This design comes from an exercise in tuning for small area, a short achievable clock period and few clock cycles per item on the open sky130 flow, not from production work.
The RTL was checked by simulation tests, not by an equivalence proof against the original design.
No activity file was given, so power comes from the tool's default toggle rates.

<file path="flow/design.v">
`default_nettype none
package cpuPkg;
	typedef logic [32-1:0] wordT;  
	typedef logic [5-1:0] regAddrT;  
	typedef struct packed {
		logic [6-1:0] opcode;  
		regAddrT rs;  
		regAddrT rt;  
		regAddrT rd;  
		logic [5-1:0] shamt;  
		logic [6-1:0] funct;  
	} instrT;
	typedef struct packed {
		logic add;  
		logic sub;  
		logic andOp;
		logic orOp;
		logic xorOp;
		logic norOp;
		logic slt;  
		logic sltu;  
		logic sll;
		logic srl;
	} aluSelT;
	typedef struct packed {
		logic wen;  
		regAddrT destReg;
		wordT value;
	} resultT;
endpackage
`default_nettype wire
`timescale 1ns/10ps
`default_nettype none
module instrDecoder
(
	input cpuPkg::instrT instr,
	output cpuPkg::aluSelT sel,  
	output logic writes,  
	output logic isHalt,
	output logic useImm,  
	output logic zeroA,  
	output logic shiftOp,  
	output cpuPkg::regAddrT destReg,  
	output cpuPkg::wordT immExt  
);
	logic [5:0] op;
	logic [5:0] fn;
	logic rtype;
	logic [15:0] imm;
	logic signExt;
	logic lui;
	assign op = instr.opcode;
	assign fn = instr.funct;
	assign imm = instr[15:0];
	assign rtype = (op == 6'h00);
	assign lui = (op == 6'h0f);
	assign isHalt = (op == 6'h3f);
	assign signExt = (op[5:2] == 4'b0010);  
	assign immExt = lui ? {imm, 16'h0000} :
		{{16{signExt & imm[15]}}, imm};
	assign destReg = rtype ? instr.rd : instr.rt;
	assign useImm = !rtype;
	assign zeroA = lui;
	assign shiftOp = rtype && (fn[5:2] == 4'b0000);
	always_comb
	begin
		sel = '0;
		writes = 1'b0;
		if (rtype)
		begin
			case (fn)
				6'h00: begin sel.sll = 1'b1; writes = 1'b1; end
				6'h02: begin sel.srl = 1'b1; writes = 1'b1; end
				6'h20, 6'h21: begin sel.add = 1'b1; writes = 1'b1; end
				6'h22, 6'h23: begin sel.add = 1'b1; sel.sub = 1'b1; writes = 1'b1; end
				6'h24: begin sel.andOp = 1'b1; writes = 1'b1; end
				6'h25: begin sel.orOp = 1'b1; writes = 1'b1; end
				6'h26: begin sel.xorOp = 1'b1; writes = 1'b1; end
				6'h27: begin sel.norOp = 1'b1; writes = 1'b1; end
				6'h2a: begin sel.slt = 1'b1; sel.sub = 1'b1; writes = 1'b1; end
				6'h2b: begin sel.sltu = 1'b1; sel.sub = 1'b1; writes = 1'b1; end
				default: ;
			endcase
		end
		else
		begin
			case (op)
				6'h08, 6'h09: begin sel.add = 1'b1; writes = 1'b1; end
				6'h0a: begin sel.slt = 1'b1; sel.sub = 1'b1; writes = 1'b1; end
				6'h0b: begin sel.sltu = 1'b1; sel.sub = 1'b1; writes = 1'b1; end
				6'h0c: begin sel.andOp = 1'b1; writes = 1'b1; end
				6'h0d, 6'h0f: begin sel.orOp = 1'b1; writes = 1'b1; end  
				6'h0e: begin sel.xorOp = 1'b1; writes = 1'b1; end
				default: ;
			endcase
		end
	end
endmodule
`default_nettype wire
`timescale 1ns/10ps
`default_nettype none
module aluUnit
(
	input cpuPkg::aluSelT sel,
	input cpuPkg::wordT a,  
	input cpuPkg::wordT b,  
	input logic [5-1:0] shamt,
	output cpuPkg::wordT y
);
	cpuPkg::wordT bx;
	cpuPkg::wordT sum;
	logic carry;
	logic lessSigned;
	logic lessUnsigned;
	assign bx = b ^ {32{sel.sub}};
	assign {carry, sum} = {1'b0, a} + {1'b0, bx} + {{32{1'b0}}, sel.sub};
	assign lessUnsigned = !carry;
	assign lessSigned = (a[32-1] ^ b[32-1]) ? a[32-1] : sum[32-1];
	assign y = ({32{sel.add}} & sum) |
		({32{sel.andOp}} & (a & b)) |
		({32{sel.orOp}} & (a | b)) |
		({32{sel.xorOp}} & (a ^ b)) |
		({32{sel.norOp}} & ~(a | b)) |
		({32{sel.sll}} & (a << shamt)) |
		({32{sel.srl}} & (a >> shamt)) |
		{{(32-1){1'b0}}, (sel.slt & lessSigned) | (sel.sltu & lessUnsigned)};
endmodule
`default_nettype wire
`timescale 1ns/10ps
`default_nettype none
module registerFile
(
	input logic CLK,
	input logic rstN,
	input cpuPkg::regAddrT rdAddrA,
	input logic rdEnA,  
	input cpuPkg::regAddrT rdAddrB,
	output cpuPkg::wordT rdDataA,
	output cpuPkg::wordT rdDataB,
	input logic wrEn,
	input cpuPkg::regAddrT wrAddr,
	input cpuPkg::wordT wrData
);
	localparam int N = 1 << 5;
	cpuPkg::wordT regs [1:N-1];
	logic [N-1:1] valid;
	logic [N-1:1] selA;
	logic [N-1:1] selB;
	always_ff @(posedge CLK)
	begin
		if (!rstN)
			valid <= '0;
		else if (wrEn && (wrAddr != '0))
			valid[wrAddr] <= 1'b1;
	end
	always_ff @(posedge CLK)
	begin
		if (wrEn && (wrAddr != '0))
			regs[wrAddr] <= wrData;
	end
	always_comb
	begin
		for (int i = 1; i < N; i++)
		begin
			selA[i] = rdEnA && (rdAddrA == i) && valid[i];
			selB[i] = (rdAddrB == i) && valid[i];
		end
	end
	always_comb
	begin
		rdDataA = '0;
		rdDataB = '0;
		for (int i = 1; i < N; i++)
		begin
			rdDataA = rdDataA | ({32{selA[i]}} & regs[i]);
			rdDataB = rdDataB | ({32{selB[i]}} & regs[i]);
		end
	end
endmodule
`default_nettype wire
`timescale 1ns/10ps
`default_nettype none
module execCore
(
	input logic CLK,
	input logic rstN,
	input logic req,  
	input cpuPkg::instrT instr,  
	output logic ack,
	output cpuPkg::resultT result,  
	output logic halted  
);
	cpuPkg::aluSelT decSel;
	logic decWrites;
	logic decHalt;
	logic decUseImm;
	logic decZeroA;
	logic decShift;
	cpuPkg::regAddrT decDest;
	cpuPkg::wordT decImm;
	cpuPkg::wordT rdA;
	cpuPkg::wordT rdB;
	logic fire;  
	cpuPkg::aluSelT selR;
	cpuPkg::wordT opA;
	cpuPkg::wordT opB;
	logic [5-1:0] shamtR;
	logic wenR;
	cpuPkg::regAddrT destR;
	cpuPkg::wordT aluY;
	instrDecoder decoder0 (
		.instr(instr),
		.sel(decSel),
		.writes(decWrites),
		.isHalt(decHalt),
		.useImm(decUseImm),
		.zeroA(decZeroA),
		.shiftOp(decShift),
		.destReg(decDest),
		.immExt(decImm)
	);
	registerFile regs0 (
		.CLK(CLK),
		.rstN(rstN),
		.rdAddrA(decShift ? instr.rt : instr.rs),  
		.rdEnA(!decZeroA),
		.rdAddrB(instr.rt),
		.rdDataA(rdA),
		.rdDataB(rdB),
		.wrEn(ack && wenR),
		.wrAddr(destR),
		.wrData(aluY)
	);
	aluUnit alu0 (
		.sel(selR),
		.a(opA),
		.b(opB),
		.shamt(shamtR),
		.y(aluY)
	);
	assign fire = req && !ack;
	always_ff @(posedge CLK)
	begin
		if (!rstN)
		begin
			ack <= 1'b0;
			halted <= 1'b0;
		end
		else if (fire)
		begin
			ack <= 1'b1;
			if (decHalt)
				halted <= 1'b1;
		end
		else if (!req)
			ack <= 1'b0;  
	end
	always_ff @(posedge CLK)
	begin
		if (fire)
		begin
			selR <= decSel;
			opA <= rdA;
			opB <= decUseImm ? decImm : rdB;
			shamtR <= instr.shamt;
			wenR <= decWrites && (decDest != '0) && !halted;  
			destR <= decDest;
		end
	end
	assign result = {wenR, destR, aluY};  
endmodule
`default_nettype wire
</file>
<file path="flow/run.sh">
#!/bin/bash
# synth_recipe.tcl (not shown) runs the flow's synth.tcl, then flattens the netlist and writes it again
# the make line also repeats each setting of config.mk as NAME=value (left out here)
make -C /OpenROAD-flow-scripts/flow DESIGN_CONFIG=/design/flow/config.mk WORK_HOME=/design/flow/orfs CLKGATE_MAP_FILE= SYNTH_SCRIPT=/design/flow/synth_recipe.tcl finish
</file>
<file path="flow/config.mk">
export PLATFORM = sky130hd
export DESIGN_NAME = execCore
export DESIGN_NICKNAME = execCore
export VERILOG_FILES = /design/flow/design.v
export SDC_FILE = /design/flow/constraint.sdc
export NUM_CORES = 4
export LEC_CHECK = 0
export CAP_MARGIN = 20
export CORE_MARGIN = 2
export CORE_UTILIZATION = 40
export SLEW_MARGIN = 20
</file>
<file path="flow/constraint.sdc">
create_clock -name core_clock -period 8.0 [get_ports {CLK}]
set_input_delay 1.6000 -clock core_clock [delete_from_list [all_inputs] [get_ports {CLK}]]
set_output_delay 1.6000 -clock core_clock [all_outputs]
set_load 0.01 [all_outputs]
</file>
==> run_summary.xml <==
<?xml version="1.0" encoding="UTF-8"?>
<metrics>
  <group name="run_status">
    <metric name="run_status" unit="">complete, no violations</metric>
  </group>
  <group name="cts">
    <metric name="holdBufCountCts" unit="">0</metric>
    <metric name="number_of_cts_inserted_buffers" unit="">111</metric>
    <metric name="cts_buffer_depth" unit="">3</metric>
    <metric name="cts_sinks" unit="">1110</metric>
    <metric name="clock_tree.root_cell" unit="">clkbuf_16</metric>
    <metric name="worst_skew_pair_latency" unit="ns">0.78</metric>
    <metric name="clkSlewWorstSetupHoldPaths" unit="ns">0.07</metric>
    <metric name="cts_tree" unit="">built</metric>
    <metric name="clock_tree.htree_level_count" unit="">3</metric>
    <metric name="postCtsSetupBuffers" unit="">0</metric>
  </group>
  <group name="setup_path">
    <metric name="cpMaxStageDelayCell" unit="">o311ai_0</metric>
    <metric name="cp.required" unit="ns">6.40</metric>
    <metric name="worst-path-buf-inv" unit="">3</metric>
    <metric name="worst-endpoint-arrival" unit="ns">5.96</metric>
    <metric name="timing.critical_path.slowest_cell_delay" unit="ns">0.73</metric>
    <metric name="cp-start-kind" unit="">flop</metric>
    <metric name="criticalPathCategory" unit="">reg2out</metric>
    <metric name="crit_path_frequent_cell" unit="">buf_4</metric>
    <metric name="cp_max_fo" unit="">22</metric>
    <metric name="worst_path_dominant_cell_family" unit="">compound AO/OA/AOI/OAI gates</metric>
    <metric name="path_cells" unit="">buf_4 &gt; xor2_1 &gt; ha_1 &gt; a211oi_1 &gt; nor2_1 &gt; or4b_2 &gt; o311ai_0 &gt; buf_4 &gt; a221oi_1 &gt; o21ai_0 &gt; a2111oi_0 &gt; or4_4 &gt; clkdlybuf4s50_1</metric>
    <metric name="end_kind" unit="">output pin</metric>
  </group>
  <group name="global_routing">
    <metric name="maximum_number_of_pins_on_one_net_before_global_route_repair" unit="">87</metric>
    <metric name="grt_use_total" unit="%">38.88</metric>
    <metric name="grt-ovfl-total" unit="">0</metric>
    <metric name="antenna_found_initial" unit="">20</metric>
    <metric name="via_count_of_the_first_global_routing_pass" unit="">42840</metric>
    <metric name="grt_pass1_wl" unit="um">363100</metric>
  </group>
  <group name="floorplanning">
    <metric name="start_util" unit="%">40.29</metric>
    <metric name="num_rows" unit="">134</metric>
    <metric name="std_cell_core_area" unit="sq mm">0.1333</metric>
    <metric name="dieWidth" unit="um">370.4</metric>
    <metric name="dieHeight" unit="um">370.4</metric>
    <metric name="io-pin-count" unit="">75</metric>
    <metric name="die_area" unit="sq mm">0.1372</metric>
  </group>
  <group name="placement">
    <metric name="dp_worst_setup_slack" unit="ns">1.037</metric>
    <metric name="dpl_cell_area" unit="sq mm">0.05780</metric>
    <metric name="placement.io_buffers" unit="">74</metric>
    <metric name="placed_cells" unit="">5733</metric>
    <metric name="detailed_place_hpwl" unit="um">158500</metric>
    <metric name="final_gp_congestion" unit="">1.016</metric>
  </group>
  <group name="route">
    <metric name="drc_errors" unit="">0</metric>
    <metric name="first_iter_violations" unit="">11770</metric>
    <metric name="drt_pre_antenna_iters" unit="">12</metric>
    <metric name="wirelength" unit="um">274700</metric>
    <metric name="drtAntennaViolNets" unit="">0</metric>
    <metric name="vias_per_cell" unit="">7.805</metric>
    <metric name="route.vias.total" unit="">46470</metric>
    <metric name="wl_per_cell" unit="um">46.14</metric>
  </group>
  <group name="sta">
    <metric name="report.final.slew_viol_count" unit="">0</metric>
    <metric name="rsz0062_at_grt" unit="">false</metric>
    <metric name="tightestPinTransition" unit="ns">1.384</metric>
    <metric name="fin_tns_setup" unit="ns">0</metric>
    <metric name="achievable-frequency" unit="GHz">0.1323</metric>
    <metric name="final_period_minus_worst_setup_slack" unit="ns">7.560</metric>
    <metric name="finalSetupViolations" unit="">0</metric>
    <metric name="period_utilisation_layout" unit="%">94.50</metric>
    <metric name="hold_slack" unit="ns">0.5313</metric>
    <metric name="clock-skew-final" unit="ns">0.06499</metric>
    <metric name="final.setup.worst_slack" unit="ns">0.4403</metric>
    <metric name="worst_slew_margin_rel" unit="%">7.731</metric>
    <metric name="hold_viol_final" unit="">0</metric>
  </group>
  <group name="job">
    <metric name="max-cap-violations" unit="">0</metric>
  </group>
  <group name="yosys">
    <metric name="synth_compound_gate_area_share" unit="%">19.05</metric>
    <metric name="number_of_synthesis_warnings" unit="">3</metric>
    <metric name="synth_edf_count" unit="">1077</metric>
    <metric name="async_s_r_ff_share_synth" unit="%">0</metric>
    <metric name="syn-instance-count" unit="">3993</metric>
    <metric name="synth-simple-area-share" unit="%">8.056</metric>
    <metric name="number_of_library_cell_types_mapped_by_synthesis" unit="">77</metric>
    <metric name="syn-cell-area" unit="sq mm">0.05371</metric>
    <metric name="synth_nets" unit="">4136</metric>
    <metric name="post_synthesis_share_of_cell_area_spent_on_full_adders_half_adders_and_majority_gates" unit="%">2.530</metric>
    <metric name="synth_xor_xnor_area_share" unit="%">0.8969</metric>
    <metric name="synth.avg_cell_area" unit="sq um">13.45</metric>
    <metric name="synth_seq_cells" unit="">1110</metric>
    <metric name="main_combinational_cell_family_by_area_after_synthesis" unit="">compound AO/OA/AOI/OAI gates</metric>
    <metric name="sequential_fraction_of_the_synthesis_area" unit="%">61.45</metric>
    <metric name="yosys_most_used_dff" unit="">edfxtp_1</metric>
    <metric name="synth.mux.area_fraction" unit="%">4.904</metric>
  </group>
  <group name="power_and_ir_drop">
    <metric name="p_per_area" unit="mW/mm^2">216.7</metric>
    <metric name="seqPwrFrac" unit="%">49.4</metric>
    <metric name="switching_share" unit="%">23.98</metric>
    <metric name="vdd_ir_drop_max" unit="mV">0.1609</metric>
    <metric name="clkPwrFrac" unit="%">42.4</metric>
    <metric name="switching_power" unit="mW">3.211</metric>
    <metric name="power.leakage" unit="nW">20.48</metric>
    <metric name="p_comb_share" unit="%">8.2</metric>
    <metric name="p_int" unit="mW">10.18</metric>
  </group>
  <group name="finish">
    <metric name="area_growth_syn_to_layout" unit="%">15.08</metric>
    <metric name="final_layout_size_suffix_gt1_share" unit="%">14.79</metric>
    <metric name="nets" unit="">4223</metric>
    <metric name="post_layout_nonfiller_instances" unit="">5954</metric>
    <metric name="postLayoutCellArea" unit="sq mm">0.06180</metric>
    <metric name="sequential_cell_area" unit="sq mm">0.03300</metric>
    <metric name="final.fill_count" unit="">11640</metric>
    <metric name="multi_input_comb_area" unit="sq mm">0.01969</metric>
  </group>
  <group name="min_path">
    <metric name="worst_hold_path_type" unit="">reg2reg</metric>
  </group>
</metrics>
-- timing repair --
| action | CTS | global route |
|---|---|---|
| hold endpoints to repair | 0 | 0 |
| resized for setup | 0 | 1 |
| setup endpoints to repair | 0 | 1 |
-- worst paths after layout --
kind	start	endpoint	slack (ns)	cells after the start
worst min-delay path	halted	halted	0.53	1
worst max-delay path	selR[8]	result[29]	0.44	13
worst min register to register	halted	halted	0.53	1
worst max register to register	selR[8]	regs0.regs[10][29]	2.80	13
-- layout make-up --
cell class | count | share of cell area (%)
sequential | 1110 | 53.40
multi-input combinational | 2463 | 31.85
clock buffer | 128 | 4.632
timing repair buffer | 298 | 4.207
tap | 1768 | 3.579
clock inverter | 76 | 1.686
inverter | 96 | 0.5831
antenna | 15 | 0.06073
-- state kept, by name, indices dropped and copies added, names as in the netlist --
| name | cells |
|---|---|
| regs0.regs | 992 |
| opA | 32 |
| opB | 32 |
| regs0.valid | 31 |
| selR | 10 |
| destR | 5 |
| shamtR | 5 |
| ack | 1 |
| halted | 1 |
| wenR | 1 |
-- power by group through the flow --
| stage | sequential [mW] | combinational [mW] | clock [mW] |
|---|---|---|---|
| 2_1_floorplan | 6.73 | 0.565 | 0 |
| 3_3_place_gp | 6.74 | 1.05 | 0 |
| 3_5_place_dp | 6.74 | 1.06 | 0 |
| 4_1_cts | 6.62 | 1.06 | 5.67 |
| 5_1_grt | 6.62 | 1.15 | 5.88 |
| 6_report | 6.62 | 1.10 | 5.67 |
-- cell usage in the layout, fill, tap and decap left out, types with 46 or more instances in the layout --
master,n
a22oi_1,413
inv_1,95
nor2_1,87
edfxtp_1,1077
clkbuf_16,112
nand2_1,155
a221oi_1,253
clkdlybuf4s50_1,74
nand4_1,104
buf_4,206
mux2i_1,112
mux4_2,49
a32o_1,61
xor2_1,46
a21oi_1,104
ha_1,107
nand3_1,126
o21ai_0,78
a22o_1,200
-- cell families after synthesis --
| family | after synthesis |
|---|---|
| multiplexers | 194 |
| XOR/XNOR | 55 |
| buffers and inverters | 420 |
| flip-flops | 1110 |
| adder cells (fa/ha/maj) | 108 |
| AO/OA/AOI/OAI | 1304 |
| AND/OR/NAND/NOR | 802 |
-- stage by stage --
stage,utilization [%],power (mW)
after floorplan,-,7.294
after global placement,43.34,7.792
after detailed placement,43.36,7.798
after CTS,46.29,13.35
after global routing,46.35,13.65
final,46.37,13.39
-- synth_stat cells, drive strengths merged (24+ instances only) --
master / n / area [sq um]
mux2i: 115 / 1189
a221o: 24 / 240.2
inv: 96 / 360.3
mux4: 49 / 1104
edfxtp: 1077 / 32340
and3: 44 / 275.3
nand2: 156 / 585.6
dfxtp: 33 / 660.6
a22oi: 413 / 3100
a221oi: 254 / 2231
o21ai: 92 / 460.4
nor2: 119 / 446.7
a222oi: 38 / 380.4
a21oi: 104 / 520.5
a22o: 200 / 1752
o21a: 27 / 202.7
nor2b: 31 / 193.9
clkbuf: 239 / 897.1
and2: 35 / 219.0
buf: 85 / 417.9
nand3: 126 / 630.6
mux2: 30 / 341.6
xor2: 46 / 402.9
nor3: 51 / 260.3
ha: 107 / 1339
nand4: 104 / 650.6
a32o: 61 / 610.6
-- per-layer routing --
layer	up-vias	wire length [um]	global-route usage, %
met5	-	600	1.469
met4	31	25100	25.99
met3	1679	51070	20.25
met2	5484	107400	53.34
met1	22440	90500	47.07
li1	16840	-	-
Testbench counts, summed over its fixed seeds: cycles 9,480, items 4,744.

-- re-timing with driven ports --
How much do the figures lean on ideal ports? The routed layout below was timed once more, with nothing changed but the port constraints. Step 1: set_driving_cell puts a clkbuf_16 on CLK and a buf_2 on each other input, an assumption about the parent block. Step 2, shift: input delay + t, output delay - t, t = (earliest + latest rising clock arrival at the registers) / 2. This alone moves slack from input paths to output paths. a / b / c = ideal / step 1 / step 2; a / b = the first two.
t (ns): 0.826
slack for setup (ns): 0.440 / 0.363 / 0.815
pins driven straight from the clock port: 1
After both steps this run still meets setup and hold. The setup slack of this run moves by -0.077 ns with the drivers and by +0.375 ns with both steps.
